Context: an optimization exercise on an open-source flow, tuned for small area, a short achievable clock period and few clock cycles. The choices shown serve that exercise and are no tape-out recipe. The RTL was checked by simulation tests, not by an equivalence proof against the original design. No activity file was given, so power comes from the tool's default toggle rates.

==> design.v <==
package drcm_pkg;
    localparam int LUT_ENTRIES = 256;
    localparam int LUT_SPAN    = LUT_ENTRIES - 1;
    localparam int IDX_W       = $clog2(LUT_ENTRIES);
    localparam int STOP_COUNT  = 6;
    localparam int CHAN_W      = 8;
    localparam int DIST_W      = 16;
    localparam int NUM_W       = DIST_W + IDX_W + 1;
    localparam int PIPE_DEPTH  = 2 + IDX_W + 1;
    localparam int CFG_IDX_W   = 1;
    localparam logic [CFG_IDX_W-1:0] CFG_NEAR_MM = 1'b0;
    localparam logic [CFG_IDX_W-1:0] CFG_FAR_MM  = 1'b1;
    localparam logic [DIST_W-1:0] NEAR_MM_RST = 16'd0;
    localparam logic [DIST_W-1:0] FAR_MM_RST  = 16'd10000;
    typedef struct packed {
        logic [CHAN_W-1:0] blue;
        logic [CHAN_W-1:0] green;
        logic [CHAN_W-1:0] red;
    } t_bgr;
    typedef struct packed {
        logic              black;
        logic [NUM_W-1:0]  rem;
        logic [DIST_W-1:0] den;
    } t_div_beat;
    typedef struct packed {
        logic             black;
        logic [IDX_W-1:0] index;
    } t_idx_beat;
endpackage
module drcm_add #(
    parameter int W = 16
) (
    input  logic [W-1:0] i_a,
    input  logic [W-1:0] i_b,
    input  logic         i_ci,
    output logic [W-1:0] o_s,
    output logic         o_co
);
    logic [W-1:0] t;
    logic [W-1:0] g;
    logic [W-1:0] cg;
    logic [W-1:0] cp;
    always_comb begin
        t = i_a | i_b;
        g = i_a & i_b;
        cg = g;
        cp = t;
        cg[0] = g[0] | (t[0] & i_ci);
        for (int l = 0; (1 << l) < W; l++) begin
            logic [W-1:0] ng;
            logic [W-1:0] np;
            ng = cg;
            np = cp;
            for (int i = 0; i < W; i++) begin
                if ((i >> l) & 1) begin
                    ng[i] = cg[i] | (cp[i] & cg[((i >> l) << l) - 1]);
                    np[i] = cp[i] & cp[((i >> l) << l) - 1];
                end
            end
            cg = ng;
            cp = np;
        end
        o_s  = i_a ^ (i_b ^ {cg[W-2:0], i_ci});
        o_co = cg[W-1];
    end
endmodule
module drcm_div_step #(
    parameter int K = 7
) (
    input  logic [15:0] i_den,
    input  logic [23:0] i_rem,
    input  logic [7:0]  i_quo,
    output logic [23:0] o_rem,
    output logic [7:0]  o_quo
);
    logic [16:0] top;
    logic [16:0] dd;
    logic [16:0] dif;
    logic [16:0] bg;
    logic [16:0] bt;
    assign top = i_rem[K+16:K];
    assign dd  = {1'b0, i_den};
    always_comb begin
        bg = ~top & dd;
        bt = ~top | dd;
        for (int l = 0; l < 5; l++) begin
            logic [16:0] ng;
            logic [16:0] nt;
            ng = bg;
            nt = bt;
            for (int i = 0; i < 17; i++) begin
                if ((i >> l) & 1) begin
                    ng[i] = bg[i] | (bt[i] & bg[((i >> l) << l) - 1]);
                    nt[i] = bt[i] & bt[((i >> l) << l) - 1];
                end
            end
            bg = ng;
            bt = nt;
        end
        dif = top ^ (dd ^ {bg[15:0], 1'b0});
        o_rem = i_rem;
        o_quo = i_quo;
        o_quo[K] = !bg[16];
        if (!bg[16]) o_rem[K+16:K] = dif;
    end
endmodule
module drcm_lut
(
    input  logic       i_black,
    input  logic [7:0] i_index,
    output logic [7:0] o_blue,
    output logic [7:0] o_green,
    output logic [7:0] o_red
);
    logic [23:0] pix;
    always_comb begin
        case (i_index)
            8'd0: pix = {8'd255, 8'd0, 8'd0};
            8'd1: pix = {8'd255, 8'd5, 8'd0};
            8'd2: pix = {8'd255, 8'd10, 8'd0};
            8'd3: pix = {8'd255, 8'd15, 8'd0};
            8'd4: pix = {8'd255, 8'd20, 8'd0};
            8'd5: pix = {8'd255, 8'd25, 8'd0};
            8'd6: pix = {8'd255, 8'd30, 8'd0};
            8'd7: pix = {8'd255, 8'd35, 8'd0};
            8'd8: pix = {8'd255, 8'd40, 8'd0};
            8'd9: pix = {8'd255, 8'd45, 8'd0};
            8'd10: pix = {8'd255, 8'd50, 8'd0};
            8'd11: pix = {8'd255, 8'd55, 8'd0};
            8'd12: pix = {8'd255, 8'd60, 8'd0};
            8'd13: pix = {8'd255, 8'd65, 8'd0};
            8'd14: pix = {8'd255, 8'd70, 8'd0};
            8'd15: pix = {8'd255, 8'd75, 8'd0};
            8'd16: pix = {8'd255, 8'd80, 8'd0};
            8'd17: pix = {8'd255, 8'd85, 8'd0};
            8'd18: pix = {8'd255, 8'd90, 8'd0};
            8'd19: pix = {8'd255, 8'd95, 8'd0};
            8'd20: pix = {8'd255, 8'd100, 8'd0};
            8'd21: pix = {8'd255, 8'd105, 8'd0};
            8'd22: pix = {8'd255, 8'd110, 8'd0};
            8'd23: pix = {8'd255, 8'd115, 8'd0};
            8'd24: pix = {8'd255, 8'd120, 8'd0};
            8'd25: pix = {8'd255, 8'd125, 8'd0};
            8'd26: pix = {8'd255, 8'd130, 8'd0};
            8'd27: pix = {8'd255, 8'd135, 8'd0};
            8'd28: pix = {8'd255, 8'd140, 8'd0};
            8'd29: pix = {8'd255, 8'd145, 8'd0};
            8'd30: pix = {8'd255, 8'd150, 8'd0};
            8'd31: pix = {8'd255, 8'd155, 8'd0};
            8'd32: pix = {8'd255, 8'd160, 8'd0};
            8'd33: pix = {8'd255, 8'd165, 8'd0};
            8'd34: pix = {8'd255, 8'd170, 8'd0};
            8'd35: pix = {8'd255, 8'd175, 8'd0};
            8'd36: pix = {8'd255, 8'd180, 8'd0};
            8'd37: pix = {8'd255, 8'd185, 8'd0};
            8'd38: pix = {8'd255, 8'd190, 8'd0};
            8'd39: pix = {8'd255, 8'd195, 8'd0};
            8'd40: pix = {8'd255, 8'd200, 8'd0};
            8'd41: pix = {8'd255, 8'd205, 8'd0};
            8'd42: pix = {8'd255, 8'd210, 8'd0};
            8'd43: pix = {8'd255, 8'd215, 8'd0};
            8'd44: pix = {8'd255, 8'd220, 8'd0};
            8'd45: pix = {8'd255, 8'd225, 8'd0};
            8'd46: pix = {8'd255, 8'd230, 8'd0};
            8'd47: pix = {8'd255, 8'd235, 8'd0};
            8'd48: pix = {8'd255, 8'd240, 8'd0};
            8'd49: pix = {8'd255, 8'd245, 8'd0};
            8'd50: pix = {8'd255, 8'd250, 8'd0};
            8'd51: pix = {8'd255, 8'd255, 8'd0};
            8'd52: pix = {8'd250, 8'd255, 8'd5};
            8'd53: pix = {8'd245, 8'd255, 8'd10};
            8'd54: pix = {8'd240, 8'd255, 8'd15};
            8'd55: pix = {8'd235, 8'd255, 8'd20};
            8'd56: pix = {8'd230, 8'd255, 8'd25};
            8'd57: pix = {8'd225, 8'd255, 8'd30};
            8'd58: pix = {8'd220, 8'd255, 8'd35};
            8'd59: pix = {8'd215, 8'd255, 8'd40};
            8'd60: pix = {8'd210, 8'd255, 8'd45};
            8'd61: pix = {8'd205, 8'd255, 8'd50};
            8'd62: pix = {8'd200, 8'd255, 8'd55};
            8'd63: pix = {8'd195, 8'd255, 8'd60};
            8'd64: pix = {8'd190, 8'd255, 8'd65};
            8'd65: pix = {8'd185, 8'd255, 8'd70};
            8'd66: pix = {8'd180, 8'd255, 8'd75};
            8'd67: pix = {8'd175, 8'd255, 8'd80};
            8'd68: pix = {8'd170, 8'd255, 8'd85};
            8'd69: pix = {8'd165, 8'd255, 8'd90};
            8'd70: pix = {8'd160, 8'd255, 8'd95};
            8'd71: pix = {8'd155, 8'd255, 8'd100};
            8'd72: pix = {8'd150, 8'd255, 8'd105};
            8'd73: pix = {8'd145, 8'd255, 8'd110};
            8'd74: pix = {8'd140, 8'd255, 8'd115};
            8'd75: pix = {8'd135, 8'd255, 8'd120};
            8'd76: pix = {8'd130, 8'd255, 8'd125};
            8'd77: pix = {8'd125, 8'd255, 8'd130};
            8'd78: pix = {8'd120, 8'd255, 8'd135};
            8'd79: pix = {8'd115, 8'd255, 8'd140};
            8'd80: pix = {8'd110, 8'd255, 8'd145};
            8'd81: pix = {8'd105, 8'd255, 8'd150};
            8'd82: pix = {8'd100, 8'd255, 8'd155};
            8'd83: pix = {8'd95, 8'd255, 8'd160};
            8'd84: pix = {8'd90, 8'd255, 8'd165};
            8'd85: pix = {8'd85, 8'd255, 8'd170};
            8'd86: pix = {8'd80, 8'd255, 8'd175};
            8'd87: pix = {8'd75, 8'd255, 8'd180};
            8'd88: pix = {8'd70, 8'd255, 8'd185};
            8'd89: pix = {8'd65, 8'd255, 8'd190};
            8'd90: pix = {8'd60, 8'd255, 8'd195};
            8'd91: pix = {8'd55, 8'd255, 8'd200};
            8'd92: pix = {8'd50, 8'd255, 8'd205};
            8'd93: pix = {8'd45, 8'd255, 8'd210};
            8'd94: pix = {8'd40, 8'd255, 8'd215};
            8'd95: pix = {8'd35, 8'd255, 8'd220};
            8'd96: pix = {8'd30, 8'd255, 8'd225};
            8'd97: pix = {8'd25, 8'd255, 8'd230};
            8'd98: pix = {8'd20, 8'd255, 8'd235};
            8'd99: pix = {8'd15, 8'd255, 8'd240};
            8'd100: pix = {8'd10, 8'd255, 8'd245};
            8'd101: pix = {8'd5, 8'd255, 8'd250};
            8'd102: pix = {8'd0, 8'd255, 8'd255};
            8'd103: pix = {8'd0, 8'd253, 8'd255};
            8'd104: pix = {8'd0, 8'd251, 8'd255};
            8'd105: pix = {8'd0, 8'd249, 8'd255};
            8'd106: pix = {8'd0, 8'd247, 8'd255};
            8'd107: pix = {8'd0, 8'd246, 8'd255};
            8'd108: pix = {8'd0, 8'd244, 8'd255};
            8'd109: pix = {8'd0, 8'd242, 8'd255};
            8'd110: pix = {8'd0, 8'd240, 8'd255};
            8'd111: pix = {8'd0, 8'd239, 8'd255};
            8'd112: pix = {8'd0, 8'd237, 8'd255};
            8'd113: pix = {8'd0, 8'd235, 8'd255};
            8'd114: pix = {8'd0, 8'd233, 8'd255};
            8'd115: pix = {8'd0, 8'd232, 8'd255};
            8'd116: pix = {8'd0, 8'd230, 8'd255};
            8'd117: pix = {8'd0, 8'd228, 8'd255};
            8'd118: pix = {8'd0, 8'd226, 8'd255};
            8'd119: pix = {8'd0, 8'd225, 8'd255};
            8'd120: pix = {8'd0, 8'd223, 8'd255};
            8'd121: pix = {8'd0, 8'd221, 8'd255};
            8'd122: pix = {8'd0, 8'd219, 8'd255};
            8'd123: pix = {8'd0, 8'd217, 8'd255};
            8'd124: pix = {8'd0, 8'd216, 8'd255};
            8'd125: pix = {8'd0, 8'd214, 8'd255};
            8'd126: pix = {8'd0, 8'd212, 8'd255};
            8'd127: pix = {8'd0, 8'd210, 8'd255};
            8'd128: pix = {8'd0, 8'd209, 8'd255};
            8'd129: pix = {8'd0, 8'd207, 8'd255};
            8'd130: pix = {8'd0, 8'd205, 8'd255};
            8'd131: pix = {8'd0, 8'd203, 8'd255};
            8'd132: pix = {8'd0, 8'd202, 8'd255};
            8'd133: pix = {8'd0, 8'd200, 8'd255};
            8'd134: pix = {8'd0, 8'd198, 8'd255};
            8'd135: pix = {8'd0, 8'd196, 8'd255};
            8'd136: pix = {8'd0, 8'd195, 8'd255};
            8'd137: pix = {8'd0, 8'd193, 8'd255};
            8'd138: pix = {8'd0, 8'd191, 8'd255};
            8'd139: pix = {8'd0, 8'd189, 8'd255};
            8'd140: pix = {8'd0, 8'd187, 8'd255};
            8'd141: pix = {8'd0, 8'd186, 8'd255};
            8'd142: pix = {8'd0, 8'd184, 8'd255};
            8'd143: pix = {8'd0, 8'd182, 8'd255};
            8'd144: pix = {8'd0, 8'd180, 8'd255};
            8'd145: pix = {8'd0, 8'd179, 8'd255};
            8'd146: pix = {8'd0, 8'd177, 8'd255};
            8'd147: pix = {8'd0, 8'd175, 8'd255};
            8'd148: pix = {8'd0, 8'd173, 8'd255};
            8'd149: pix = {8'd0, 8'd172, 8'd255};
            8'd150: pix = {8'd0, 8'd170, 8'd255};
            8'd151: pix = {8'd0, 8'd168, 8'd255};
            8'd152: pix = {8'd0, 8'd166, 8'd255};
            8'd153: pix = {8'd0, 8'd165, 8'd255};
            8'd154: pix = {8'd0, 8'd161, 8'd255};
            8'd155: pix = {8'd0, 8'd158, 8'd255};
            8'd156: pix = {8'd0, 8'd155, 8'd255};
            8'd157: pix = {8'd0, 8'd152, 8'd255};
            8'd158: pix = {8'd0, 8'd148, 8'd255};
            8'd159: pix = {8'd0, 8'd145, 8'd255};
            8'd160: pix = {8'd0, 8'd142, 8'd255};
            8'd161: pix = {8'd0, 8'd139, 8'd255};
            8'd162: pix = {8'd0, 8'd135, 8'd255};
            8'd163: pix = {8'd0, 8'd132, 8'd255};
            8'd164: pix = {8'd0, 8'd129, 8'd255};
            8'd165: pix = {8'd0, 8'd126, 8'd255};
            8'd166: pix = {8'd0, 8'd122, 8'd255};
            8'd167: pix = {8'd0, 8'd119, 8'd255};
            8'd168: pix = {8'd0, 8'd116, 8'd255};
            8'd169: pix = {8'd0, 8'd113, 8'd255};
            8'd170: pix = {8'd0, 8'd110, 8'd255};
            8'd171: pix = {8'd0, 8'd106, 8'd255};
            8'd172: pix = {8'd0, 8'd103, 8'd255};
            8'd173: pix = {8'd0, 8'd100, 8'd255};
            8'd174: pix = {8'd0, 8'd97, 8'd255};
            8'd175: pix = {8'd0, 8'd93, 8'd255};
            8'd176: pix = {8'd0, 8'd90, 8'd255};
            8'd177: pix = {8'd0, 8'd87, 8'd255};
            8'd178: pix = {8'd0, 8'd84, 8'd255};
            8'd179: pix = {8'd0, 8'd80, 8'd255};
            8'd180: pix = {8'd0, 8'd77, 8'd255};
            8'd181: pix = {8'd0, 8'd74, 8'd255};
            8'd182: pix = {8'd0, 8'd71, 8'd255};
            8'd183: pix = {8'd0, 8'd67, 8'd255};
            8'd184: pix = {8'd0, 8'd64, 8'd255};
            8'd185: pix = {8'd0, 8'd61, 8'd255};
            8'd186: pix = {8'd0, 8'd58, 8'd255};
            8'd187: pix = {8'd0, 8'd55, 8'd255};
            8'd188: pix = {8'd0, 8'd51, 8'd255};
            8'd189: pix = {8'd0, 8'd48, 8'd255};
            8'd190: pix = {8'd0, 8'd45, 8'd255};
            8'd191: pix = {8'd0, 8'd42, 8'd255};
            8'd192: pix = {8'd0, 8'd38, 8'd255};
            8'd193: pix = {8'd0, 8'd35, 8'd255};
            8'd194: pix = {8'd0, 8'd32, 8'd255};
            8'd195: pix = {8'd0, 8'd29, 8'd255};
            8'd196: pix = {8'd0, 8'd25, 8'd255};
            8'd197: pix = {8'd0, 8'd22, 8'd255};
            8'd198: pix = {8'd0, 8'd19, 8'd255};
            8'd199: pix = {8'd0, 8'd16, 8'd255};
            8'd200: pix = {8'd0, 8'd12, 8'd255};
            8'd201: pix = {8'd0, 8'd9, 8'd255};
            8'd202: pix = {8'd0, 8'd6, 8'd255};
            8'd203: pix = {8'd0, 8'd3, 8'd255};
            8'd204: pix = {8'd0, 8'd0, 8'd255};
            8'd205: pix = {8'd1, 8'd1, 8'd252};
            8'd206: pix = {8'd2, 8'd2, 8'd250};
            8'd207: pix = {8'd3, 8'd3, 8'd247};
            8'd208: pix = {8'd5, 8'd5, 8'd245};
            8'd209: pix = {8'd6, 8'd6, 8'd242};
            8'd210: pix = {8'd7, 8'd7, 8'd240};
            8'd211: pix = {8'd8, 8'd8, 8'd237};
            8'd212: pix = {8'd10, 8'd10, 8'd235};
            8'd213: pix = {8'd11, 8'd11, 8'd232};
            8'd214: pix = {8'd12, 8'd12, 8'd230};
            8'd215: pix = {8'd13, 8'd13, 8'd227};
            8'd216: pix = {8'd15, 8'd15, 8'd225};
            8'd217: pix = {8'd16, 8'd16, 8'd222};
            8'd218: pix = {8'd17, 8'd17, 8'd220};
            8'd219: pix = {8'd18, 8'd18, 8'd217};
            8'd220: pix = {8'd20, 8'd20, 8'd215};
            8'd221: pix = {8'd21, 8'd21, 8'd212};
            8'd222: pix = {8'd22, 8'd22, 8'd210};
            8'd223: pix = {8'd23, 8'd23, 8'd207};
            8'd224: pix = {8'd25, 8'd25, 8'd205};
            8'd225: pix = {8'd26, 8'd26, 8'd202};
            8'd226: pix = {8'd27, 8'd27, 8'd200};
            8'd227: pix = {8'd28, 8'd28, 8'd197};
            8'd228: pix = {8'd30, 8'd30, 8'd195};
            8'd229: pix = {8'd31, 8'd31, 8'd192};
            8'd230: pix = {8'd32, 8'd32, 8'd190};
            8'd231: pix = {8'd33, 8'd33, 8'd187};
            8'd232: pix = {8'd35, 8'd35, 8'd185};
            8'd233: pix = {8'd36, 8'd36, 8'd182};
            8'd234: pix = {8'd37, 8'd37, 8'd180};
            8'd235: pix = {8'd38, 8'd38, 8'd177};
            8'd236: pix = {8'd40, 8'd40, 8'd175};
            8'd237: pix = {8'd41, 8'd41, 8'd172};
            8'd238: pix = {8'd42, 8'd42, 8'd170};
            8'd239: pix = {8'd43, 8'd43, 8'd167};
            8'd240: pix = {8'd45, 8'd45, 8'd165};
            8'd241: pix = {8'd46, 8'd46, 8'd162};
            8'd242: pix = {8'd47, 8'd47, 8'd160};
            8'd243: pix = {8'd48, 8'd48, 8'd157};
            8'd244: pix = {8'd50, 8'd50, 8'd155};
            8'd245: pix = {8'd51, 8'd51, 8'd152};
            8'd246: pix = {8'd52, 8'd52, 8'd150};
            8'd247: pix = {8'd53, 8'd53, 8'd147};
            8'd248: pix = {8'd55, 8'd55, 8'd145};
            8'd249: pix = {8'd56, 8'd56, 8'd142};
            8'd250: pix = {8'd57, 8'd57, 8'd140};
            8'd251: pix = {8'd58, 8'd58, 8'd137};
            8'd252: pix = {8'd60, 8'd60, 8'd135};
            8'd253: pix = {8'd61, 8'd61, 8'd132};
            8'd254: pix = {8'd62, 8'd62, 8'd130};
            8'd255: pix = {8'd64, 8'd64, 8'd128};
            default: pix = 24'd0;
        endcase
    end
    assign {o_blue, o_green, o_red} = i_black ? 24'd0 : pix;
endmodule
module depth_rainbow_colormap_unit
#(
    parameter int DEPTH_BITS = 24
) (
    input  logic                 i_clk,
    input  logic                 i_rst_n,
    input  logic                 i_depth_valid,
    output logic                 o_depth_ready,
    input  logic [DEPTH_BITS-1:0] i_depth,
    output logic                 o_pixel_valid,
    input  logic                 i_pixel_ready,
    output logic [7:0]           o_blue,
    output logic [7:0]           o_green,
    output logic [7:0]           o_red,
    input  logic                 i_cfg_we,
    input  logic [drcm_pkg::CFG_IDX_W-1:0] i_cfg_idx,
    input  logic [drcm_pkg::DIST_W-1:0]    i_cfg_data
);
    localparam logic [10:1] CUTS = 10'b1111111111;
    localparam int NSTEP = 10;
    localparam logic [1:0] C_DIV = 2'd0, C_ZERO = 2'd1, C_FULL = 2'd2, C_BLACK = 2'd3;
    logic [15:0] r_near;
    logic [15:0] r_far;
    logic [15:0] r_den;
    logic        r_ok;
    logic [16:0] den_full;
    always_ff @(posedge i_clk) begin
        if (!i_rst_n) begin
            r_near <= 16'd0;
            r_far  <= 16'd10000;
        end else if (i_cfg_we) begin
            if (i_cfg_idx[0]) r_far  <= i_cfg_data;
            else              r_near <= i_cfg_data;
        end
    end
    logic den_co;
    drcm_add #(.W(16)) u_den (
        .i_a (r_far), .i_b (~r_near), .i_ci (1'b1),
        .o_s (den_full[15:0]), .o_co (den_co)
    );
    assign den_full[16] = !den_co;
    always_ff @(posedge i_clk) begin
        r_den <= den_full[15:0];
        r_ok  <= !den_full[16] && (den_full[15:0] != 16'd0);
    end
    logic en;
    assign en            = !o_pixel_valid || i_pixel_ready;
    assign o_depth_ready = en;
    logic        in_black;
    logic        in_high;
    logic [16:0] in_diff;
    logic        r1_v;
    logic        r1_black;
    logic        r1_high;
    logic        r1_below;
    logic [15:0] r1_diff;
    assign in_black = i_depth[DEPTH_BITS-1] || (i_depth == '0);
    assign in_high  = |i_depth[DEPTH_BITS-2:16];
    logic in_co;
    drcm_add #(.W(16)) u_diff (
        .i_a (i_depth[15:0]), .i_b (~r_near), .i_ci (1'b1),
        .o_s (in_diff[15:0]), .o_co (in_co)
    );
    assign in_diff[16] = !in_co;
    always_ff @(posedge i_clk) begin
        if (!i_rst_n)  r1_v <= 1'b0;
        else if (en)   r1_v <= i_depth_valid;
    end
    always_ff @(posedge i_clk) begin
        if (en) begin
            r1_black <= in_black;
            r1_high  <= in_high;
            r1_below <= in_diff[16] && !in_high;
            r1_diff  <= in_diff[15:0];
        end
    end
    logic [NSTEP:0] s_v;
    logic [1:0]     s_c [0:NSTEP];
    logic [23:0]    s_r [0:NSTEP];
    logic [7:0]     s_q [0:NSTEP];
    logic [23:0]    s_p;
    logic [1:0]     t_c [1:NSTEP];
    logic [23:0]    t_r [1:NSTEP];
    logic [7:0]     t_q [1:NSTEP];
    logic [23:0]    t_p;
    assign s_v[0] = r1_v;
    assign s_c[0] = C_DIV;
    assign s_r[0] = 24'd0;
    assign s_q[0] = 8'd0;
    logic [15:0] ge_s;
    logic        ge_den;
    logic [23:0] n_s;
    logic [23:0] n_c;
    logic        n_co;
    drcm_add #(.W(16)) u_ge (
        .i_a (r1_diff), .i_b (~r_den), .i_ci (1'b1),
        .o_s (ge_s), .o_co (ge_den)
    );
    always_comb begin
        if (r1_black)                      t_c[1] = C_BLACK;
        else if (r1_below || !r_ok)        t_c[1] = C_ZERO;
        else if (r1_high || ge_den)        t_c[1] = C_FULL;
        else                               t_c[1] = C_DIV;
    end
    always_comb begin
        logic [23:0] x;
        logic [23:0] y;
        logic [23:0] z;
        x = {r1_diff, 8'd0};
        y = {8'hFF, ~r1_diff};
        z = {9'd0, r_den[15:1]};
        n_s = x ^ y ^ z;
        n_c = {((x & y) | (x & z) | (y & z)), 1'b0} ;
    end
    drcm_add #(.W(24)) u_num (
        .i_a (n_s), .i_b (n_c), .i_ci (1'b1),
        .o_s (t_r[1]), .o_co (n_co)
    );
    assign t_q[1] = 8'd0;
    logic [7:0] q_raw [2:9];
    for (genvar j = 2; j <= 9; j++) begin : g_step
        drcm_div_step #(.K(9 - j)) u_step (
            .i_den (r_den),
            .i_rem (s_r[j-1]),
            .i_quo (s_q[j-1]),
            .o_rem (t_r[j]),
            .o_quo (q_raw[j])
        );
        if (j < 9) begin : g_mid
            assign t_q[j] = q_raw[j];
            assign t_c[j] = s_c[j-1];
        end else begin : g_last
            always_comb begin
                case (s_c[j-1])
                    C_ZERO:  t_q[j] = 8'd0;
                    C_FULL:  t_q[j] = 8'd255;
                    C_BLACK: t_q[j] = 8'd0;
                    default: t_q[j] = q_raw[j];
                endcase
            end
            assign t_c[j] = (s_c[j-1] == C_BLACK) ? C_BLACK : C_DIV;
        end
    end
    drcm_lut u_lut (
        .i_black (s_c[9] == C_BLACK),
        .i_index (s_q[9]),
        .o_blue  (t_p[23:16]),
        .o_green (t_p[15:8]),
        .o_red   (t_p[7:0])
    );
    assign t_c[10] = 2'd0;
    assign t_r[10] = 24'd0;
    assign t_q[10] = 8'd0;
    for (genvar j = 1; j <= NSTEP; j++) begin : g_link
        if (CUTS[j]) begin : g_reg
            logic rv;
            always_ff @(posedge i_clk) begin
                if (!i_rst_n) rv <= 1'b0;
                else if (en)  rv <= s_v[j-1];
            end
            assign s_v[j] = rv;
            if (j < NSTEP) begin : g_data
                logic [1:0]  rc;
                logic [23:0] rr;
                logic [7:0]  rq;
                always_ff @(posedge i_clk) begin
                    if (en) begin
                        rc <= t_c[j];
                        rr <= t_r[j];
                        rq <= t_q[j];
                    end
                end
                assign s_c[j] = rc;
                assign s_r[j] = rr;
                assign s_q[j] = rq;
            end else begin : g_pix
                logic [23:0] rp;
                always_ff @(posedge i_clk) begin
                    if (en) rp <= t_p;
                end
                assign s_p = rp;
            end
        end else begin : g_wire
            assign s_v[j] = s_v[j-1];
            if (j < NSTEP) begin : g_data
                assign s_c[j] = t_c[j];
                assign s_r[j] = t_r[j];
                assign s_q[j] = t_q[j];
            end else begin : g_pix
                assign s_p = t_p;
            end
        end
    end
    assign o_pixel_valid = s_v[NSTEP];
    assign {o_blue, o_green, o_red} = s_p;
endmodule
==> flow/run.sh <==
#!/bin/bash
set -euo pipefail
echo 'export BUFFER_PORTS_ARGS = -buffer_cell sky130_fd_sc_hd__buf_2' >> config.mk
bash standard.sh > standard.log 2>&1
==> standard.sh <==
#!/bin/bash
# synth_recipe.tcl (not shown) runs the flow's synth.tcl, then flattens the netlist and writes it again
# the make line also repeats each setting of config.mk as NAME=value (left out here)
make -C /OpenROAD-flow-scripts/flow DESIGN_CONFIG=/design/flow/config.mk WORK_HOME=/design/flow/orfs CLKGATE_MAP_FILE= SYNTH_SCRIPT=/design/flow/synth_recipe.tcl "${@:-finish}"
==> config.mk <==
export PLATFORM = sky130hd
export DESIGN_NAME = depth_rainbow_colormap_unit
export DESIGN_NICKNAME = depth_rainbow_colormap_unit
export VERILOG_FILES = /design/flow/design.v
export SDC_FILE = /design/flow/constraint.sdc
export NUM_CORES = 4
export LEC_CHECK = 0
export ABC_AREA = 1
export CAP_MARGIN = 20
export CORE_MARGIN = 2
export CORE_UTILIZATION = 60
export CTS_CLUSTER_DIAMETER = 90
export CTS_CLUSTER_SIZE = 25
export SETUP_SLACK_MARGIN = 3.2
export SLEW_MARGIN = 20
export SYNTH_MEMORY_MAX_BITS = 16384
export BUFFER_PORTS_ARGS = -buffer_cell sky130_fd_sc_hd__buf_2
==> constraint.sdc <==
create_clock -name core_clock -period 6.0 [get_ports {i_clk}]
set_input_delay 1.2000 -clock core_clock [delete_from_list [all_inputs] [get_ports {i_clk}]]
set_output_delay 1.2000 -clock core_clock [all_outputs]
set_load 0.01 [all_outputs]
==> results of run 1 <==
==> cell type report <==
class / instances / area, µm²
Fill cell: 2776 / 11500
Multi-Input combinational cell: 1903 / 10100
Sequential cell: 320 / 9040
Inverter: 429 / 1670
Timing Repair Buffer: 145 / 951
Tap cell: 455 / 569
Clock buffer: 27 / 505
Clock inverter: 5 / 62.6
Timing Repair inverter: 3 / 26.3
==> worst min path at each step <==
stage                                       from                            to  slack, ns  cells after the start
floorplan           g_link[1].g_reg.g_data.rc[0]  g_link[2].g_reg.g_data.rc[0]       0.40                      0
global placement    g_link[7].g_reg.g_data.rc[0]  g_link[8].g_reg.g_data.rc[0]       0.40                      0
detailed placement  g_link[3].g_reg.g_data.rr[4]  g_link[4].g_reg.g_data.rr[4]       0.40                      0
CTS                 g_link[7].g_reg.g_data.rc[0]  g_link[8].g_reg.g_data.rc[0]       0.42                      0
global route        g_link[5].g_reg.g_data.rq[4]  g_link[6].g_reg.g_data.rq[4]       0.42                      0
finish              g_link[5].g_reg.g_data.rq[4]  g_link[6].g_reg.g_data.rq[4]       0.42                      0
==> kinds of logic after synthesis <==
| group | count (synthesis) | share of synthesized area |
|---|---|---|
| buffers and inverters | 495 | 0.0953 |
| AOI/OAI and AO/OA | 516 | 0.139 |
| xor gates and xnor gates | 60 | 0.0251 |
| and+or+nand+nor | 1247 | 0.247 |
| adders and majority gates | 79 | 0.0640 |
| DFF | 320 | 0.430 |
==> flip-flops by register name, summed over array words and instances (netlist names), 16 cells and up <==
name	cells
g_link.g_reg.g_data.rr	164
g_link.g_reg.g_data.rq	36
g_link.g_reg.g_pix.rp	24
g_link.g_reg.g_data.rc	17
r1_diff	16
r_den	16
r_far	16
r_near	16
==> through the flow <==
stage / hold slack [ns] / worst slack (ns) / utilization
floorplan: 0.400 / 2.78 / -
global placement: 0.400 / 2.63 / 0.627
detailed placement: 0.405 / 2.62 / 0.627
CTS: 0.423 / 3.09 / 0.651
global route: 0.425 / 3.09 / 0.666
finish: 0.422 / 3.12 / 0.666
==> synthesized netlist by cell type (4+ instances only) <==
cell / number / share of area
o21ai_2: 10 / 0.0042
buf_6: 13 / 0.0070
a21boi_0: 10 / 0.0036
o2111ai_1: 4 / 0.0017
xor2_1: 35 / 0.015
o22ai_1: 6 / 0.0018
buf_1: 4 / 0.00072
fa_1: 47 / 0.045
nor4_1: 5 / 0.0015
o21bai_1: 18 / 0.0064
inv_2: 9 / 0.0016
inv_1: 415 / 0.074
o21a_1: 5 / 0.0018
nand2_4: 4 / 0.0021
buf_4: 5 / 0.0018
o221ai_1: 5 / 0.0021
ha_1: 32 / 0.019
nand3_1: 186 / 0.044
nor2_1: 325 / 0.058
nor3_1: 16 / 0.0038
xnor2_1: 25 / 0.010
o21ai_1: 15 / 0.0036
clkinv_1: 4 / 0.00072
o211ai_1: 22 / 0.0079
buf_2: 14 / 0.0033
a21o_1: 6 / 0.0021
o21ai_0: 242 / 0.058
nand2_1: 647 / 0.12
nand4_1: 30 / 0.0090
nand3b_1: 17 / 0.0061
a21oi_1: 143 / 0.034
clkbuf_1: 29 / 0.0052
a31oi_1: 12 / 0.0036
edfxtp_1: 260 / 0.37
dfxtp_1: 60 / 0.057
nand2_2: 7 / 0.0021
==> critical path, stage by stage <==
cell and delay [ns]:
buf_6 0.09, nor2_4 0.21, inv_16 0.05, buf_6 0.12
==> routing by layer <==
| metal | part of all wire | GRT usage | up-vias |
|---|---|---|---|
| li1 | - | - | 9144 |
| met1 | 0.41 | 0.362 | 8536 |
| met2 | 0.49 | 0.521 | 627 |
| met3 | 0.067 | 0.0392 | 135 |
| met4 | 0.029 | 0.0969 | 0 |
| met5 | 0 | 0 | - |
==> repair_timing <==
item / 4_1_cts / 5_1_grt
buffers inserted: 16 / 48
resized for setup: 27 / 53
hold endpoints to repair: 0 / 0
endpoints found under the setup margin: 106 / 120
pin swaps: 4 / 22
gates cloned: 4 / 0
==> report_power, final <==
group / switching, mW / internal [mW]
Clock: 0.772 / 0.615
Combinational: 3.82 / 2.25
Sequential: 0.468 / 3.62
Total: 5.06 / 6.48
==> out/qor.yml, run 1 <==
drt_pass1_iterations: 6
cp.arrival_ns: 1.68
crit_path_max_fanout: 2
grt_overflow: 0
final_cell_mix: "nand2_1 (643), inv_1 (402), nor2_1 (323), edfxtp_1 (260), o21ai_0 (232)"
initial_core_util: 0.608
nNetsFinal: 2945
layout_commonest_cell: "nand2_1"
cts-root-buf: "clkbuf_16"
min_period_ns: 2.88
post_dp_cell_area_um2: 21600
synth_cells: 2717
finClkSkew_ns: 0.0209
holdBufCountCts: 0
antenna_found_initial: 0
ys_seq_elements: 320
synth_cell_types: 53
rows: 68
instances_no_fill: 3287
endpoint_kind: "output pin"
yosysWarningCount: 45
drive_above_1_share: 0.0936
core_um2: 34500
track_usage: 0.291
drt_iter0_drc: 1448
status: "finished clean"
gp_congestion: 0.923
area_growth_pct: 9.48
grt_pass1_wl_um: 85000
r2r_cells: 10
hold_viol: 0
routedWlPerCell_um: 16.1
pwr_density_cell_nw_per_um2: 503
finalSetupTns_ns: 0
crit_type: "primary input to output pin"
cts_max_level: 1
dieArea_um2: 36400
antenna_cells: 0
async_reset_ff_frac: 0
fin_area_um2: 22900
slew_violations: 0
numCtsBuffers: 18
crit_path_end: "o_depth_ready"
grt_pass1_vias: 17752
required_ns: 4.80
p_total_mw: 11.5
startpoint: "i_pixel_ready"
relSlewSlack: 0.350
vdd_drop_max_v: 0.000309
clk_pin_slew_ns: 0.10
worstHoldPathType: "flip-flop to flip-flop"
clock.fmax_ghz: 0.347
setup_viol: 0
p_leak_nw: 10.9
ctsLongestPathBuffers: 3
dieHeight_um: 191
drt-total-wl_um: 52900
cts_tree: "built"
synth_fp_nets: 2842
rsz0062_at_grt: "yes"
syn_area_um2: 21000
period_share: 0.480
reg2reg_from: "r1_diff[14]"
place_inst: 3187
cap_violations: 0
drc: 0
num_vias: 18442
r2r_end: "g_link[1].g_reg.g_data.rr[17]"
vias_per_cell: 5.61
ys_seq_area_frac: 0.430
final_antenna_net_count: 0
clkLatencyLatePin_ns: 0.54
synth-edff-count: 260
synth_flop_cell: "edfxtp_1"
grt_max_degree: 78
ff2ff_setup_slack_ns: 3.32
start_kind: "primary input"
die_w_um: 191
place_hpwl_um: 38300
tightest_slew_ns: 0.976
postSynthAreaPerCell_um2: 7.71
io_buffers: 71
cts_sinks: 320
ios: 72
Testbench counts, summed over its fixed seeds: cycles 16,088.
==> inputs of run 2 (changes only) <==
--- a/config.mk
+++ b/config.mk
@@ -10,7 +10,7 @@
 export CORE_MARGIN = 2
 export CORE_UTILIZATION = 60
-export CTS_CLUSTER_DIAMETER = 90
-export CTS_CLUSTER_SIZE = 25
-export SETUP_SLACK_MARGIN = 3.2
+export CTS_CLUSTER_DIAMETER = 100
+export CTS_CLUSTER_SIZE = 20
+export SETUP_SLACK_MARGIN = 3.3
 export SLEW_MARGIN = 20
 export SYNTH_MEMORY_MAX_BITS = 16384
==> run 2 against run 1 <==
  * Critical path depth unchanged
  * Via count up 0.88%
  * Power increased by 1.2%
==> out/qor.yml, run 2 <==
status: "finished clean"  # unchanged
numCtsBuffers: 20  # was 18
die_w_um: 191  # unchanged
drt_pass1_iterations: 6  # unchanged
dieHeight_um: 191  # unchanged
yosysWarningCount: 45  # unchanged
largest_reg_flops: 164  # unchanged
regArea_um2: 9040  # about the same
multi_input_area_um2: 10200  # was 10,100 µm²
endpoint_kind: "output pin"  # unchanged
synth_cell_types: 53  # unchanged
cts_max_level: 1  # unchanged
p_leak_nw: 11.0  # was 10.9 nW
drc: 0  # unchanged
routedWlPerCell_um: 16.2  # was 16.1 µm
yosysTopAreaCell: "edfxtp_1"  # unchanged
ys_seq_elements: 320  # unchanged
cts_sinks: 320  # unchanged
worstHoldPathType: "flip-flop to flip-flop"  # unchanged
grt_pass1_wl_um: 84200  # was 85,000 µm
grt_max_degree: 176  # was 78
slew_violations: 0  # unchanged
drive_above_1_share: 0.101  # was 0.0936
track_usage: 0.289  # was 0.291
synth-edff-count: 260  # unchanged
cts_tree: "built"  # unchanged
cap_violations: 0  # unchanged
antenna_found_initial: 0  # unchanged
synthTopCellsByCount: "nand2_1 (647), inv_1 (415), nor2_1 (325), edfxtp_1 (260), o21ai_0 (242)"  # unchanged
p_total_mw: 11.7  # was 11.5 mW
cp.arrival_ns: 1.69  # was 1.68 ns
rsz0062_at_grt: "yes"  # unchanged
period_share: 0.482  # was 0.480
crit_type: "primary input to output pin"  # unchanged
relSlewSlack: 0.376  # was 0.350
rows: 68  # unchanged
clkLatencyLatePin_ns: 0.54  # about the same
tightest_slew_ns: 0.937  # was 0.976 ns
setup_viol: 0  # unchanged
final_antenna_net_count: 0  # unchanged
syn_area_um2: 21000  # unchanged
grt_pass1_vias: 17378  # was 17,752
ios: 72  # unchanged
synth.area.top_cells: "edfxtp_1 (37%), nand2_1 (12%), inv_1 (7.4%), nor2_1 (5.8%), o21ai_0 (5.8%)"  # unchanged
final_cell_mix: "nand2_1 (643), inv_1 (400), nor2_1 (321), edfxtp_1 (260), o21ai_0 (231)"  # was nand2_1 (643), inv_1 (402), nor2_1 (323), edfxtp_1 (260), o21ai_0 (232)
crit_path_max_fanout: 2  # unchanged
vias_per_cell: 5.65  # was 5.61
holdBufCountCts: 0  # unchanged
dieArea_um2: 36400  # unchanged
synth_most_common_cell: "nand2_1"  # unchanged
place_hpwl_um: 37400  # was 38,300 µm
start_kind: "primary input"  # unchanged
vdd_drop_max_v: 0.000258  # was 0.000309 V
synth_flop_cell: "edfxtp_1"  # unchanged
layout_commonest_cell: "nand2_1"  # unchanged
num_vias: 18605  # was 18,442
initial_core_util: 0.608  # unchanged
finClkSkew_ns: 0.0223  # was 0.0209 ns
clock.fmax_ghz: 0.346  # was 0.347 GHz
largest_register: "g_link.g_reg.g_data.rr"  # unchanged
clk_pin_slew_ns: 0.09  # was 0.10 ns
synth_fp_nets: 2842  # unchanged
grt_overflow: 0  # unchanged
area_growth_pct: 10.3  # was 9.48%
hold_viol: 0  # unchanged
fin_area_um2: 23100  # was 22,900 µm²
pwr_density_cell_nw_per_um2: 505  # was 503 nW/µm²
drt-total-wl_um: 53400  # was 52,900 µm
min_period_ns: 2.89  # was 2.88 ns
core_um2: 34500  # unchanged
finalSetupTns_ns: 0  # unchanged
io_buffers: 71  # unchanged
postSynthAreaPerCell_um2: 7.71  # unchanged
synth_top_area_frac: 0.373  # unchanged
drt_iter0_drc: 1625  # was 1,448
synth_cells: 2717  # unchanged
reg_top3: "g_link.g_reg.g_data.rr x164, g_link.g_reg.g_data.rq x36, g_link.g_reg.g_pix.rp x24"  # unchanged
async_reset_ff_frac: 0  # unchanged
ys_seq_area_frac: 0.430  # unchanged
nNetsFinal: 2950  # was 2,945
ctsLongestPathBuffers: 3  # unchanged
fillers: 2794  # was 2,776
gp_congestion: 0.944  # was 0.923
required_ns: 4.80  # about the same
cts-root-buf: "clkbuf_16"  # unchanged
post_dp_cell_area_um2: 21600  # about the same
-- run 2: layer usage --
| layer | routed length (µm) | global-route usage | vias to the layer above |
|---|---|---|---|
| met2 | 26200 | 0.512 | 696 |
| met5 | 0 | 0 | - |
| met3 | 3310 | 0.0307 | 121 |
| li1 | - | - | 9148 |
| met1 | 22200 | 0.367 | 8640 |
| met4 | 1740 | 0.103 | 0 |
-- run 2: cell families after synthesis --
family / Yosys count / synth area share
and+or+nand+nor: 1247 / 0.247
xor gates and xnor gates: 60 / 0.0251
adders and majority gates: 79 / 0.0640
DFF: 320 / 0.430
AOI/OAI and AO/OA: 516 / 0.139
buffers and inverters: 495 / 0.0953
-- run 2: final timing paths --
path | end | slack [ns] | from | cells after the start
worst max-delay path | o_depth_ready | 3.11 | i_pixel_ready | 4
worst min-delay path | g_link[6].g_reg.g_data.rq[4] | 0.40 | g_link[5].g_reg.g_data.rq[4] | 0
worst max register to register | r_ok | 3.30 | r_far[0] | 18
worst min register to register | g_link[6].g_reg.g_data.rq[4] | 0.40 | g_link[5].g_reg.g_data.rq[4] | 0
-- run 2: worst max-delay path, stage by stage --
cell    delay [ns]
buf_6         0.09
nor2_4        0.22
inv_16        0.05
buf_6         0.12
-- run 2: stage by stage --
step | hold slack (ns) | setup slack [ns] | utilization | cells
after global routing | 0.418 | 3.09 | 0.671 | 3294
after CTS | 0.406 | 3.08 | 0.656 | 3254
after global placement | 0.400 | 2.62 | 0.628 | 3186
final | 0.401 | 3.11 | 0.671 | 3295
after detailed placement | 0.405 | 2.61 | 0.628 | 3186
after floorplan | 0.400 | 2.78 | - | 2717
-- run 2: power by group --
| part | internal, mW | total, mW | switching, mW |
|---|---|---|---|
| sequential | 3.62 | 4.10 | 0.476 |
| clock | 0.666 | 1.42 | 0.754 |
| combinational | 2.30 | 6.17 | 3.87 |
-- run 2: area by class of cell --
class	count	area share
antenna	1	0.000108
clock buffer	34	0.0248
clock inverter	2	0.00108
inverter	429	0.0721
multi-input combinational	1903	0.441
sequential	320	0.391
tap	455	0.0246
timing repair buffer	148	0.0438
timing repair inverter	3	0.00114
-- run 2: what timing repair did --
item / CTS / global route
resized for setup: 36 / 73
pin swaps: 10 / 25
endpoints found under the setup margin: 143 / 120
gates cloned: 4 / 0
setup buffers: 28 / 40
==> inputs of run 3 (changes only) <==
--- a/config.mk
+++ b/config.mk
@@ -7,4 +7,5 @@
 export LEC_CHECK = 0
 export ABC_AREA = 1
+export ABC_CLOCK_PERIOD_IN_PS = 2900
 export CAP_MARGIN = 20
 export CORE_MARGIN = 2
@@ -15,3 +16,4 @@
 export SLEW_MARGIN = 20
 export SYNTH_MEMORY_MAX_BITS = 16384
+export TNS_END_PERCENT = 5
 export BUFFER_PORTS_ARGS = -buffer_cell sky130_fd_sc_hd__buf_2
==> run 3 against run 2 <==
  * Still clean on timing, DRC and antenna
  * Global-route usage increased by 0.46 points
  * Clock skew decreased by 0.0052 ns
  * Final cell count shrank 0.46%
  * Register-to-register slack lost 0.02 ns
  * Die area unchanged
  * Flip-flop and latch count unchanged
  * Hold slack improved by 0.018 ns
  * Combinational power is 3% lower
  * Area after synthesis did not move
  * Critical path depth unchanged
  * Largest cell class unchanged
==> out/qor.yml, run 3 <==
status: "finished clean"  # unchanged
pwr_density_cell_nw_per_um2: 503  # was 505 nW/µm²
instances_no_fill: 3280  # was 3,295
drt_iter0_drc: 1871  # was 1,625
rows: 68  # unchanged
multi_input_area_um2: 10100  # was 10,200 µm²
min_period_ns: 2.86  # was 2.89 ns
setup_ws_ns: 3.14  # was 3.11 ns
start_kind: "primary input"  # unchanged
grt_pass1_vias: 17624  # was 17,378
yosysWarningCount: 45  # unchanged
required_ns: 4.80  # about the same
core_um2: 34500  # unchanged
num_vias: 18581  # was 18,605
nNetsFinal: 2936  # was 2,950
synthTopCellsByCount: "nand2_1 (647), inv_1 (415), nor2_1 (325), edfxtp_1 (260), o21ai_0 (242)"  # unchanged
postSynthAreaPerCell_um2: 7.71  # unchanged
synth_cells: 2717  # unchanged
regArea_um2: 9030  # was 9040 µm²
largest_register: "g_link.g_reg.g_data.rr"  # unchanged
ctsLongestPathBuffers: 3  # unchanged
endpoint_kind: "output pin"  # unchanged
numCtsBuffers: 20  # unchanged
synth_fp_nets: 2842  # unchanged
grt_overflow: 0  # unchanged
cp.arrival_ns: 1.66  # was 1.69 ns
period_share: 0.477  # was 0.482
antenna_cells: 0  # was 1
clkLatencyLatePin_ns: 0.53  # was 0.54 ns
synth_top_area_frac: 0.373  # unchanged
io_buffers: 71  # unchanged
cts-root-buf: "clkbuf_16"  # unchanged
antenna_found_initial: 0  # unchanged
slowest_stage: "nor2_4"  # unchanged
ios: 72  # unchanged
synth_most_common_cell: "nand2_1"  # unchanged
crit_type: "primary input to output pin"  # unchanged
async_reset_ff_frac: 0  # unchanged
cts_max_level: 1  # unchanged
vias_per_cell: 5.66  # was 5.65
p_total_mw: 11.5  # was 11.7 mW
synth_cell_types: 53  # unchanged
yosysTopAreaCell: "edfxtp_1"  # unchanged
final_antenna_net_count: 0  # unchanged
drc: 0  # unchanged
critical_path.cell_chain: "buf_6 > nor2_4 > inv_12 > buf_6"  # was buf_6 > nor2_4 > inv_16 > buf_6
place_ws_ns: 2.58  # was 2.61 ns
fillers: 2859  # was 2,794
cp_slowest_stage_delay_ns: 0.19  # was 0.22 ns
synth.area.top_cells: "edfxtp_1 (37%), nand2_1 (12%), inv_1 (7.4%), nor2_1 (5.8%), o21ai_0 (5.8%)"  # unchanged
vdd_drop_max_v: 0.000337  # was 0.000258 V
ys_seq_area_frac: 0.430  # unchanged
dieArea_um2: 36400  # unchanged
crit_top_cell: "buf_6"  # unchanged
place_inst: 3185  # was 3,186
dieHeight_um: 191  # unchanged
grt_max_degree: 149  # was 176
drt_pass1_iterations: 6  # unchanged
routedWlPerCell_um: 16.4  # was 16.2 µm
ys_seq_elements: 320  # unchanged
setup_viol: 0  # unchanged
layout_commonest_cell: "nand2_1"  # unchanged
cts_sinks: 320  # unchanged
p_leak_nw: 10.9  # was 11.0 nW
track_usage: 0.294  # was 0.289
initial_core_util: 0.608  # unchanged
drt-total-wl_um: 53800  # was 53,400 µm
final_cell_mix: "nand2_1 (643), inv_1 (406), nor2_1 (323), edfxtp_1 (260), o21ai_0 (236)"  # was nand2_1 (643), inv_1 (400), nor2_1 (321), edfxtp_1 (260), o21ai_0 (231)
area_growth_pct: 9.00  # was 10.3%
tightest_slew_ns: 0.967  # was 0.937 ns
hold_viol: 0  # unchanged
finalSetupTns_ns: 0  # unchanged
reg_top3: "g_link.g_reg.g_data.rr x164, g_link.g_reg.g_data.rq x36, g_link.g_reg.g_pix.rp x24"  # unchanged
holdBufCountCts: 0  # unchanged
grt_pass1_wl_um: 85700  # was 84,200 µm
die_w_um: 191  # unchanged
clock.fmax_ghz: 0.349  # was 0.346 GHz
final_core_util: 0.663  # was 0.671
synth_flop_cell: "edfxtp_1"  # unchanged
worstHoldPathType: "flip-flop to flip-flop"  # unchanged
largest_reg_flops: 164  # unchanged
syn_area_um2: 21000  # unchanged
gp_congestion: 0.929  # was 0.944
rsz0062_at_grt: "yes"  # unchanged
cts_tree: "built"  # unchanged
clk_pin_slew_ns: 0.08  # was 0.09 ns
crit_path_max_fanout: 2  # unchanged
slew_violations: 0  # unchanged
finClkSkew_ns: 0.0172  # was 0.0223 ns
relSlewSlack: 0.355  # was 0.376
synth-edff-count: 260  # unchanged
place_hpwl_um: 38300  # was 37,400 µm
cap_violations: 0  # unchanged
drive_above_1_share: 0.0860  # was 0.101
## run 3: changes by cell type in the layout (fill, tap and decap cells not counted), sizes merged
| cell | previous run | this run |
|---|---|---|
| buf | 148 | 134 |
| clkbuf | 34 | 33 |
| clkinv | 5 | 3 |
| clkinvlp | 3 | 7 |
| diode | 1 | 0 |
| inv | 426 | 425 |
## run 3: worst max-delay path: cells and delay by family
family | cells | cell delay, ns
buffers and inverters | 3 | 0.27
AND/OR/NAND/NOR | 1 | 0.19
## run 3: area by class of cell
class / instances / area share
Tap cell: 455 / 0.0249
Timing Repair inverter: 3 / 0.000986
Sequential cell: 320 / 0.395
Inverter: 429 / 0.0728
Clock inverter: 3 / 0.00104
Clock buffer: 33 / 0.0250
Timing Repair Buffer: 134 / 0.0382
Multi-Input combinational cell: 1903 / 0.442
## run 3: worst paths after layout
check,depth (start not counted),end,start,slack (ns)
max reg2reg,12,g_link[7].g_reg.g_data.rr[2],r_den[0],3.28
min,0,g_link[8].g_reg.g_data.rc[0],g_link[7].g_reg.g_data.rc[0],0.42
max,4,o_depth_ready,i_pixel_ready,3.14
min reg2reg,0,g_link[8].g_reg.g_data.rc[0],g_link[7].g_reg.g_data.rc[0],0.42
## run 3: report_power, final
group / switching (mW) / internal, mW / leakage (nW)
clock: 0.748 / 0.662 / 0.289
sequential: 0.467 / 3.62 / 3.23
combinational: 3.80 / 2.18 / 7.35
total: 5.02 / 6.47 / 10.9
## run 3: cell families after synthesis
family	count (synthesis)	share of synthesized area
simple gates	1247	0.247
compound gates	516	0.139
buf+inv	495	0.0953
flops	320	0.430
fa+ha+maj	79	0.0640
xor+xnor	60	0.0251
## run 3: timing repair
action                     CTS  global route
pin swaps                    3            17
buffers inserted            15            40
setup endpoints to repair  145           155
cloned                       3             1
gates resized for setup     15            52
hold endpoints to repair     0             0
## run 3: routing by layer
metal  vias up  GRT usage  part of all wire
li1       9110          -                 -
met1      8646      0.378              0.41
met2       693      0.517              0.49
met3       132     0.0366             0.071
met4         0     0.0880             0.025
met5         -          0                 0
## run 3: per-stage QoR
stage / instance area, µm² / hold WS [ns]
CTS: 22400 / 0.420
detailed placement: 21600 / 0.405
floorplan: 21000 / 0.400
global placement: 21600 / 0.401
global route: 22800 / 0.423
finish: 22800 / 0.419
==> inputs of run 4 (changes only) <==
--- a/config.mk
+++ b/config.mk
@@ -7,5 +7,4 @@
 export LEC_CHECK = 0
 export ABC_AREA = 1
-export ABC_CLOCK_PERIOD_IN_PS = 2900
 export CAP_MARGIN = 20
 export CORE_MARGIN = 2
==> run 4 against run 3 <==
  * Sequential share of layout area unchanged
  * Worst setup slack did not move
  * Clock-buffer cell count unchanged
  * Clock skew is the same
  * Final cell count unchanged
  * Clock power hardly changed
  * Combinational power about the same
  * Design area unchanged
  * Largest cell class unchanged
  * Largest power group unchanged
==> out/qor.yml, run 4 <==
synthTopCellsByCount: "nand2_1 (647), inv_1 (415), nor2_1 (325), edfxtp_1 (260), o21ai_0 (242)"  # unchanged
cts_max_level: 1  # unchanged
largest_register: "g_link.g_reg.g_data.rr"  # unchanged
synth_flop_cell: "edfxtp_1"  # unchanged
status: "finished clean"  # unchanged
synth_top_area_frac: 0.373  # unchanged
start_kind: "primary input"  # unchanged
synth-edff-count: 260  # unchanged
ios: 72  # unchanged
nNetsFinal: 2936  # unchanged
regArea_um2: 9030  # unchanged
slowest_stage: "nor2_4"  # unchanged
cts-root-buf: "clkbuf_16"  # unchanged
worst-path-buf-inv: 3  # unchanged
dieArea_um2: 36400  # unchanged
synth_fp_nets: 2842  # unchanged
drt-total-wl_um: 53800  # unchanged
ys_seq_area_frac: 0.430  # unchanged
syn_area_um2: 21000  # unchanged
yosysTopAreaCell: "edfxtp_1"  # unchanged
period_share: 0.477  # unchanged
gp_congestion: 0.929  # unchanged
place_ws_ns: 2.58  # unchanged
hold_ws_ns: 0.419  # unchanged
clkLatencyLatePin_ns: 0.53  # about the same
cp_slowest_stage_delay_ns: 0.19  # about the same
slew_violations: 0  # unchanged
fillers: 2859  # unchanged
hold_depth: 0  # unchanged
worstHoldPathType: "flip-flop to flip-flop"  # unchanged
finalSetupTns_ns: 0  # unchanged
cp_top_family: "buffers and inverters"  # unchanged
rsz0062_at_grt: "yes"  # unchanged
hold_viol: 0  # unchanged
p_total_mw: 11.5  # unchanged
cts_tree: "built"  # unchanged
setup_viol: 0  # unchanged
postSynthAreaPerCell_um2: 7.71  # unchanged
cts_sinks: 320  # unchanged
drt_pass1_iterations: 6  # unchanged
numCtsBuffers: 20  # unchanged
fin_area_um2: 22800  # unchanged
reg2reg_from: "r_den[0]"  # unchanged
synth_most_common_cell: "nand2_1"  # unchanged
drive_above_1_share: 0.0860  # unchanged
finClkSkew_ns: 0.0172  # unchanged
synth.area.top_cells: "edfxtp_1 (37%), nand2_1 (12%), inv_1 (7.4%), nor2_1 (5.8%), o21ai_0 (5.8%)"  # unchanged
ys_seq_elements: 320  # unchanged
area_growth_pct: 9.00  # unchanged
pwr_density_cell_nw_per_um2: 503  # unchanged
hold_start: "g_link[7].g_reg.g_data.rc[0]"  # unchanged
rows: 68  # unchanged
ctsLongestPathBuffers: 3  # unchanged
critical_path.cell_chain: "buf_6 > nor2_4 > inv_12 > buf_6"  # unchanged
multi_input_area_um2: 10100  # unchanged
core_um2: 34500  # unchanged
layout_commonest_cell: "nand2_1"  # unchanged
vias_per_cell: 5.66  # unchanged
drc: 0  # unchanged
num_vias: 18581  # unchanged
required_ns: 4.80  # about the same
track_usage: 0.294  # unchanged
clock.fmax_ghz: 0.349  # unchanged
grt_overflow: 0  # unchanged
initial_core_util: 0.608  # unchanged
die_w_um: 191  # unchanged
r2r_cells: 12  # unchanged
async_reset_ff_frac: 0  # unchanged
routedWlPerCell_um: 16.4  # unchanged
final_antenna_net_count: 0  # unchanged
yosysWarningCount: 45  # unchanged
startpoint: "i_pixel_ready"  # unchanged
grt_max_degree: 149  # unchanged
reg_top3: "g_link.g_reg.g_data.rr x164, g_link.g_reg.g_data.rq x36, g_link.g_reg.g_pix.rp x24"  # unchanged
largest_reg_flops: 164  # unchanged
place_hpwl_um: 38300  # unchanged
tightest_slew_ns: 0.967  # unchanged
relSlewSlack: 0.355  # unchanged
p_leak_nw: 10.9  # unchanged
drt_iter0_drc: 1871  # unchanged
cap_violations: 0  # unchanged
cp.depth: 4  # unchanged
crit_top_cell: "buf_6"  # unchanged
crit_path_max_fanout: 2  # unchanged
io_buffers: 71  # unchanged
synth_cells: 2717  # unchanged
vdd_drop_max_v: 0.000337  # unchanged
dieHeight_um: 191  # unchanged
synth_cell_types: 53  # unchanged
setup_ws_ns: 3.14  # unchanged
grt_pass1_wl_um: 85700  # unchanged
grt_pass1_vias: 17624  # unchanged
crit_type: "primary input to output pin"  # unchanged
final_cell_mix: "nand2_1 (643), inv_1 (406), nor2_1 (323), edfxtp_1 (260), o21ai_0 (236)"  # unchanged
min_period_ns: 2.86  # unchanged
antenna_found_initial: 0  # unchanged
post_dp_cell_area_um2: 21600  # unchanged
antenna_cells: 0  # unchanged
holdBufCountCts: 0  # unchanged
clk_pin_slew_ns: 0.08  # about the same
endpoint_kind: "output pin"  # unchanged
cp.arrival_ns: 1.66  # about the same
run 4: cell counts after synthesis:
No cell type changed its count.
run 4: layout make-up:
type / count / area share
Clock inverter: 3 / 0.00104
Clock buffer: 33 / 0.0250
Timing Repair inverter: 3 / 0.000986
Inverter: 429 / 0.0728
Timing Repair Buffer: 134 / 0.0382
Multi-Input combinational cell: 1903 / 0.442
Tap cell: 455 / 0.0249
Sequential cell: 320 / 0.395
run 4: path summary, 6_finish.rpt:
| kind | end | slack [ns] |
|---|---|---|
| min | g_link[8].g_reg.g_data.rc[0] | 0.42 |
| min reg2reg | g_link[8].g_reg.g_data.rc[0] | 0.42 |
| max reg2reg | g_link[7].g_reg.g_data.rr[2] | 3.28 |
| max | o_depth_ready | 3.14 |
run 4: logic make-up (layout without fill, tap and decap cells):
group	after synthesis	count (layout)	share of synthesized area
AO/OA/AOI/OAI	516	517	0.139
XOR/XNOR	60	60	0.0251
adder cells (fa/ha/maj)	79	79	0.0640
buffers and inverters	495	602	0.0953
flip-flops	320	320	0.430
AND/OR/NAND/NOR	1247	1247	0.247
run 4: stage by stage:
stage	utilization	cells
after floorplan	-	2717
after global placement	0.626	3185
after detailed placement	0.626	3185
after CTS	0.649	3239
after global routing	0.663	3280
final	0.663	3280
run 4: routing by layer:
metal  wire [µm]  GRT usage  part of all wire
met1       22300      0.378              0.41
met2       26300      0.517              0.49
met3        3810     0.0366             0.071
met4        1350     0.0880             0.025
met5           0          0                 0
run 4: what timing repair did:
| item | CTS | global route |
|---|---|---|
| setup endpoints to repair | 145 | 155 |
| pin swaps | 3 | 17 |
| gates cloned | 3 | 1 |
| hold endpoints to repair | 0 | 0 |
| setup buffers | 15 | 40 |
| resized for setup | 15 | 52 |
run 4: report_power, final:
| part | leakage (nW) | internal [mW] | switching [mW] |
|---|---|---|---|
| Sequential | 3.23 | 3.62 | 0.467 |
| Combinational | 7.35 | 2.18 | 3.80 |
| Clock | 0.289 | 0.662 | 0.748 |
| Total | 10.9 | 6.47 | 5.02 |
==> inputs of run 5 (changes only) <==
--- a/config.mk
+++ b/config.mk
@@ -12,4 +12,5 @@
 export CTS_CLUSTER_DIAMETER = 100
 export CTS_CLUSTER_SIZE = 20
+export GPL_TIMING_DRIVEN = 0
 export SETUP_SLACK_MARGIN = 3.3
 export SLEW_MARGIN = 20
==> run 5 against run 4 <==
  * Design area increased by 0.81%
  * First-iteration DRC count increased by 9.0%
  * Global-route usage increased by 2.6 points
  * Combinational power increased by 2%
  * Area after synthesis unchanged
  * Largest power group unchanged
==> out/qor.yml, run 5 <==
status: "finished clean"  # unchanged
synth_cell_types: 53  # unchanged
reg2reg_from: "r_far[0]"  # was r_den[0]
crit_path_end: "o_depth_ready"  # unchanged
yosysWarningCount: 45  # unchanged
power_frac_comb: 0.525  # was 0.521
clock.fmax_ghz: 0.329  # was 0.349 GHz
relSlewSlack: 0.442  # was 0.355
dieArea_um2: 36400  # unchanged
r2r_cells: 19  # was 12
synthTopCellsByCount: "nand2_1 (647), inv_1 (415), nor2_1 (325), edfxtp_1 (260), o21ai_0 (242)"  # unchanged
rows: 68  # unchanged
p_leak_nw: 11.0  # was 10.9 nW
setup_ws_ns: 2.96  # was 3.14 ns
drive_above_1_share: 0.0827  # was 0.0860
endpoint_kind: "output pin"  # unchanged
pwr_density_cell_nw_per_um2: 505  # was 503 nW/µm²
cts-root-buf: "clkbuf_16"  # unchanged
ctsLongestPathBuffers: 3  # unchanged
final_antenna_net_count: 0  # unchanged
place_ws_ns: 1.99  # was 2.58 ns
finalSetupTns_ns: 0  # unchanged
r2r_end: "r_ok"  # was g_link[7].g_reg.g_data.rr[2]
ios: 72  # unchanged
p_sw_frac: 0.443  # was 0.437
clkLatencyLatePin_ns: 0.54  # was 0.53 ns
postSynthAreaPerCell_um2: 7.71  # unchanged
crit_top_cell: "buf_6"  # unchanged
worstHoldPathType: "flip-flop to flip-flop"  # unchanged
synth_flop_cell: "edfxtp_1"  # unchanged
ff2ff_setup_slack_ns: 3.17  # was 3.28 ns
holdBufCountCts: 0  # unchanged
initial_core_util: 0.608  # unchanged
antenna_found_initial: 0  # unchanged
slowest_stage: "clkbuf_16"  # was nor2_4
synth-edff-count: 260  # unchanged
grt_max_degree: 80  # was 149
min_period_ns: 3.04  # was 2.86 ns
area_growth_pct: 9.88  # was 9.00%
ys_seq_area_frac: 0.430  # unchanged
critical_path.cell_chain: "buf_6 > nor2_4 > inv_4 > clkbuf_16 > buf_16 > buf_6"  # was buf_6 > nor2_4 > inv_12 > buf_6
grt_pass1_wl_um: 91600  # was 85,700 µm
power_switching_mw: 5.15  # was 5.02 mW
drt-total-wl_um: 58100  # was 53,800 µm
cp_slowest_stage_delay_ns: 0.14  # was 0.19 ns
die_w_um: 191  # unchanged
gp_congestion: 0.951  # was 0.929
numCtsBuffers: 20  # unchanged
required_ns: 4.80  # about the same
largest_register: "g_link.g_reg.g_data.rr"  # unchanged
reg_top3: "g_link.g_reg.g_data.rr x164, g_link.g_reg.g_data.rq x36, g_link.g_reg.g_pix.rp x24"  # unchanged
setup_viol: 0  # unchanged
p_seq_frac: 0.351  # was 0.356
async_reset_ff_frac: 0  # unchanged
synth_cells: 2717  # unchanged
place_hpwl_um: 43000  # was 38,300 µm
cts_tree: "built"  # unchanged
layout_commonest_cell: "nand2_1"  # unchanged
cts_max_level: 1  # unchanged
final_cell_mix: "nand2_1 (643), inv_1 (408), nor2_1 (322), edfxtp_1 (260), o21ai_0 (237)"  # was nand2_1 (643), inv_1 (406), nor2_1 (323), edfxtp_1 (260), o21ai_0 (236)
drc: 0  # unchanged
synth_fp_nets: 2842  # unchanged
cts_sinks: 320  # unchanged
p_int_mw: 6.47  # about the same
period_share: 0.506  # was 0.477
startpoint: "i_pixel_ready"  # unchanged
tightest_slew_ns: 0.834  # was 0.967 ns
final_core_util: 0.668  # was 0.663
largest_reg_flops: 164  # unchanged
clk_pin_slew_ns: 0.08  # about the same
crit_type: "primary input to output pin"  # unchanged
pwr-share-clk: 0.124  # was 0.123
yosysTopAreaCell: "edfxtp_1"  # unchanged
grt_overflow: 0  # unchanged
synth.area.top_cells: "edfxtp_1 (37%), nand2_1 (12%), inv_1 (7.4%), nor2_1 (5.8%), o21ai_0 (5.8%)"  # unchanged
num_vias: 19013  # was 18,581
start_kind: "primary input"  # unchanged
drt_iter0_drc: 2040  # was 1,871
finClkSkew_ns: 0.0243  # was 0.0172 ns
crit_path_max_fanout: 2  # unchanged
slew_violations: 0  # unchanged
routedWlPerCell_um: 17.6  # was 16.4 µm
grt_pass1_vias: 18431  # was 17,624
drt_pass1_iterations: 6  # unchanged
core_um2: 34500  # unchanged
antenna_cells: 0  # unchanged
rsz0062_at_grt: "yes"  # unchanged
hold_ws_ns: 0.420  # was 0.419 ns
track_usage: 0.320  # was 0.294
syn_area_um2: 21000  # unchanged
vdd_drop_max_v: 0.000305  # was 0.000337 V
cp.arrival_ns: 1.84  # was 1.66 ns
synth_most_common_cell: "nand2_1"  # unchanged
ys_seq_elements: 320  # unchanged
hold_viol: 0  # unchanged
nNetsFinal: 2965  # was 2,936
dieHeight_um: 191  # unchanged
vias_per_cell: 5.75  # was 5.66
synth_top_area_frac: 0.373  # unchanged
io_buffers: 71  # unchanged
cap_violations: 0  # unchanged
[run 5: changes by cell type in the layout (fill, tap and decap cells not counted), sizes merged]
cell,previous run,this run
bufbuf,0,4
clkinv,3,4
clkbuf,33,68
a21oi,146,145
bufinv,0,1
buf,134,128
clkinvlp,7,2
[run 5: cell type report]
type / instances / area (µm²)
Timing Repair Buffer: 101 / 732
Sequential cell: 320 / 9020
Fill cell: 2797 / 11400
Multi-Input combinational cell: 1902 / 10000
Tap cell: 455 / 569
Clock inverter: 3 / 42.5
Inverter: 429 / 1630
Clock buffer: 33 / 571
Buffer: 66 / 413
[run 5: cell families (layout without fill, tap and decap cells)]
logic type,after synthesis,in the layout,share of synthesized area
buf+inv,495,632,0.0953
xor+xnor,60,60,0.0251
fa+ha+maj,79,79,0.0640
simple gates,1247,1247,0.247
flops,320,320,0.430
compound gates,516,516,0.139
[run 5: per-layer routing]
layer	routed length, µm	part of all wire	global-route usage
met1	23500	0.40	0.404
met2	28100	0.48	0.559
met3	4710	0.081	0.0482
met4	1760	0.030	0.109
met5	0	0	0
[run 5: worst min path at each step]
stage | startpoint | end | slack [ns] | cells past startpoint
after floorplan | g_link[1].g_reg.g_data.rc[0] | g_link[2].g_reg.g_data.rc[0] | 0.40 | 0
after global placement | g_link[6].g_reg.g_data.rr[0] | g_link[7].g_reg.g_data.rr[0] | 0.40 | 0
after detailed placement | g_link[1].g_reg.g_data.rr[6] | g_link[2].g_reg.g_data.rr[6] | 0.40 | 0
after CTS | g_link[6].g_reg.g_data.rr[0] | g_link[7].g_reg.g_data.rr[0] | 0.42 | 0
after global routing | g_link[4].g_reg.g_data.rq[6] | g_link[5].g_reg.g_data.rq[6] | 0.43 | 0
final | g_link[6].g_reg.g_data.rr[0] | g_link[7].g_reg.g_data.rr[0] | 0.42 | 0
[run 5: power by group through the flow]
stage	registers (mW)	clock network (mW)	logic [mW]
CTS	4.06	1.46	5.88
global placement	4.07	0	5.48
floorplan	3.98	0	4.48
detailed placement	4.11	0	5.81
finish	4.08	1.44	6.10
global route	4.16	1.53	6.89
[run 5: what timing repair did]
| item | in CTS | in global routing |
|---|---|---|
| pin swaps | 4 | 5 |
| setup buffers | 9 | 13 |
| setup endpoints to repair | 132 | 151 |
| cloned | 7 | 0 |
| resized for setup | 29 | 27 |
[run 5: per-stage QoR]
step / cell area (µm²) / cells / total power, mW
6_report: 23000 / 3309 / 11.6
3_5_place_dp: 21900 / 3244 / 9.92
4_1_cts: 22900 / 3296 / 11.4
2_1_floorplan: 21000 / 2717 / 8.45
3_3_place_gp: 21900 / 3243 / 9.55
5_1_grt: 23000 / 3309 / 12.6
[run 5: critical path, delay by kind of cell]
kind                   cells  cell delay [ns]
buffers and inverters      5             0.52
and+or+nand+nor            1             0.11

[static timing again, ports no longer ideal]
The results above use ideal ports. As a check the final layouts listed here were re-extracted and re-timed, cells and wires unchanged. Step 1 (the two cells are an assumption about what drives the block):
set clk [get_ports {i_clk}]
set_driving_cell -lib_cell sky130_fd_sc_hd__clkbuf_16 $clk
set_driving_cell -lib_cell sky130_fd_sc_hd__buf_2 [delete_from_list [all_inputs] $clk]
Step 2, shift: input delay + t, output delay - t, t = (earliest + latest rising clock arrival at the registers) / 2. This alone moves slack from input paths to output paths. Three values: ideal ports, drivers, drivers and shift; two values: the first two.
run | t, ns | slack for setup (ns) | worst hold slack (ns) | worst setup path at the end | worst register clock-pin slew, ns
run 1 | 0.585 | 3.118 / 3.085 / 2.676 | 0.422 / 0.422 / 0.422 | input to register | 0.11 / 0.11
run 2 | 0.582 | 3.107 / 3.075 / 2.782 | 0.401 / 0.401 / 0.401 | input to register | 0.10 / 0.10
run 3 | 0.579 | 3.137 / 3.106 / 2.659 | 0.419 / 0.419 / 0.419 | input to register | 0.09 / 0.09
run 4 | 0.579 | 3.137 / 3.106 / 2.659 | 0.419 / 0.419 / 0.419 | input to register | 0.09 / 0.09
run 5 | 0.580 | 2.962 / 2.929 / 2.577 | 0.420 / 0.420 / 0.420 | input to register | 0.10 / 0.10
After both steps every run listed still meets setup and hold.
